What follows belongs to an exercise in optimizing a design on an open flow for small area, a short achievable clock period and few clock cycles; a production flow would make more cautious choices. The clock port is modelled as an ideal driver; clocking choices that lean on that would not hold on a real chip. Power is estimated from default activity; no workload was simulated.

==> flow/design.v <==
`timescale 1ns/1ps
module sha256_padder (
	input  logic         clock,
	input  logic         regin_reset,
	input  logic         go,
	input  logic [5:0]   msg_len,
	input  logic [7:0]   mem_data,
	output logic [6:0]   mem_req,
	output logic [511:0] block,
	output logic         pad_rdy
);
	logic       en;      
	logic [5:0] addr;    
	logic       vld;     
	logic       clr;     
	logic       hd;      
	logic [5:0] len;     
	logic       accept;
	logic [7:0] msg [0:54];   
	logic       mark55;       
	assign accept  = go & hd;
	assign mem_req = {en, addr};
	always_ff @(posedge clock) begin
		if (regin_reset) begin
			en      <= 1'b0;
			vld     <= 1'b0;
			clr     <= 1'b0;
			hd      <= 1'b1;
			pad_rdy <= 1'b0;
		end else begin
			en      <= hd ? (go & (msg_len != 6'd0)) : (en & (addr != 6'd0));
			vld     <= en;
			clr     <= accept;
			hd      <= ~en & ~accept;
			pad_rdy <= ((clr | vld) & ~en) | (pad_rdy & ~go);
		end
	end
	always_ff @(posedge clock) begin
		addr <= hd ? msg_len - 6'd1 : addr - 6'd1;
	end
	always_ff @(posedge clock) begin
		if (accept) begin
			len <= msg_len;
		end
	end
	always_ff @(posedge clock) begin
		msg[0] <= ({8{vld}} & mem_data) | ({8{clr}} & 8'h80) | ({8{hd}} & msg[0]);
		for (int i = 1; i < 55; i++) begin
			msg[i] <= ({8{vld}} & msg[i - 1]) | ({8{hd}} & msg[i]);
		end
		mark55 <= (vld & msg[54][7]) | (hd & mark55);
	end
	always_comb begin
		block = '0;
		for (int i = 0; i < 55; i++) begin
			block[511 - 8 * i -: 8] = msg[i];
		end
		block[71] = mark55;
		block[8:3] = len;
	end
endmodule
Settings: LEC_CHECK=0, CAP_MARGIN=20, CORE_MARGIN=2, CORE_UTILIZATION=50, CTS_CLUSTER_DIAMETER=80, CTS_CLUSTER_SIZE=30, SETUP_SLACK_MARGIN=2.25, SLEW_MARGIN=20; clock period 4.0 ns.
standard.sh (not shown) runs the stock make flow with config.mk's settings and CLKGATE_MAP_FILE= SYNTH_SCRIPT=/design/flow/synth_recipe.tcl, a recipe that flattens the netlist after the stock synthesis.
==> flow/flow/run.sh <==
#!/bin/bash
# Standard layout with buf_1 as the port buffer cell and the CTS root buffer
# removed (see post_cts.tcl). Each tool's output goes to standard.log.
export BUFFER_PORTS_ARGS="-buffer_cell sky130_fd_sc_hd__buf_1"
export POST_CTS_TCL=$PWD/flow/post_cts.tcl
bash standard.sh > standard.log 2>&1
==> flow/flow/post_cts.tcl <==
set block [ord::get_db_block]
set root [$block findInst clkbuf_0_clock]
if { $root != "NULL" } {
  set in_net [[$root findITerm A] getNet]
  set out_net [[$root findITerm X] getNet]
  set sinks {}
  foreach it [$out_net getITerms] {
    if { [$it getInst] != $root } { lappend sinks $it }
  }
  puts "post_cts: root buffer drives [llength $sinks] pins"
  if { [llength $sinks] <= 4 } {
    foreach it $sinks {
      $it disconnect
      $it connect $in_net
    }
    [$root findITerm A] disconnect
    [$root findITerm X] disconnect
    odb::dbInst_destroy $root
    odb::dbNet_destroy $out_net
    puts "post_cts: removed root buffer"
  }
}
estimate_parasitics -placement
repair_timing_helper
detailed_placement
check_placement -verbose
report_clock_min_period
Rerun with:
- CORE_UTILIZATION: 50 -> 60
- SETUP_SLACK_MARGIN: 2.25 -> 2.2
Effect: With this change the flow did not get past 4_1_cts on DPL-0033; area after synthesis is unchanged; synthesized cell count stays the same.
No run of this note included a check of the RTL's function; only the layout flow was run.


== v38 ==
RTL: the design.v shown in full above, as it stands there.
==> flow/config.mk <==
export PLATFORM = sky130hd
export DESIGN_NAME = sha256_padder
export DESIGN_NICKNAME = sha256_padder
export VERILOG_FILES = /design/flow/design.v
export SDC_FILE = /design/flow/constraint.sdc
export NUM_CORES = 4
export LEC_CHECK = 0
export CAP_MARGIN = 20
export CORE_MARGIN = 2
export CORE_UTILIZATION = 50
export CTS_CLUSTER_DIAMETER = 80
export CTS_CLUSTER_SIZE = 30
export SETUP_SLACK_MARGIN = 2.15
export SLEW_MARGIN = 20
==> flow/constraint.sdc <==
create_clock -name core_clock -period 4.0 [get_ports {clock}]
set_input_delay 0.8000 -clock core_clock [delete_from_list [all_inputs] [get_ports {clock}]]
set_output_delay 0.8000 -clock core_clock [all_outputs]
set_load 0.01 [all_outputs]
Scripts as last shown in full above: flow/flow/run.sh, flow/flow/post_cts.tcl
The inputs of v6 differ from those of v38 as listed below.
Settings: swapping 50 for 60 in CORE_UTILIZATION; clearing SETUP_SLACK_MARGIN, which used to be 2.15.
[summary]
Most common library cell in the layout ignoring fill and taps = sky130_fd_sc_hd__buf_1: v6; most common library cell in the layout ignoring fill and taps = sky130_fd_sc_hd__a22o_1: v38. Compared with v38, v6 shows a die outline area that is 4900 um^2 lower. Summary — clock share of power, v6 relative to v38: lower, by 0.3 points. v38 vs v6, master of the slowest instance on the critical path: sky130_fd_sc_hd__edfxtp_1 vs sky130_fd_sc_hd__dfxtp_4. v6 -> v38: number of enable flip-flop cells after synthesis delta 0, exact match. Compared with v38, in v6 flip-flop and latch count barely changed; via count dropped about 3%; combinational power dropped about 21%; total wire length dropped about 8%; filler cell count dropped 18%. Going from v38 to v6, number of cells on the critical path went up; sequential share of layout area went up; maximum fanout count along the critical path went up.
No run of this note included a check of the RTL's function; only the layout flow was run.

## re-timing with driven ports
The flow's constraints put no driver on any port. The routed layouts listed below were extracted and timed again, unchanged, in two steps. Step 1 assumes that a clkbuf_16 drives the clock port and a buf_2 every other input. Step 2 times the ports against the registers' clock, not the clock port: input delays grow and output delays shrink by t, the midpoint of the rising clock arrivals with the driver on. a / b / c = no drivers / after step 1 / after step 2; a / b = the first two.
| run | shift t [ns] | slack for setup (ns) | clock arrival spread, ns |
|---|---|---|---|
| the first run of note 1 | 0.467 | 2.256 / 2.191 / 2.054 | 0.018 / 0.018 |
| v38 | 0.456 | 2.247 / 2.184 / 2.063 | 0.016 / 0.016 |
| v6 | 0.440 | 2.070 / 2.057 / 2.070 | 0.030 / 0.030 |
After both steps setup and hold are still met in every run listed. The setup slack of the first run of note 1, which loses most, moves by -0.065 ns with the drivers and by -0.202 ns with both steps.
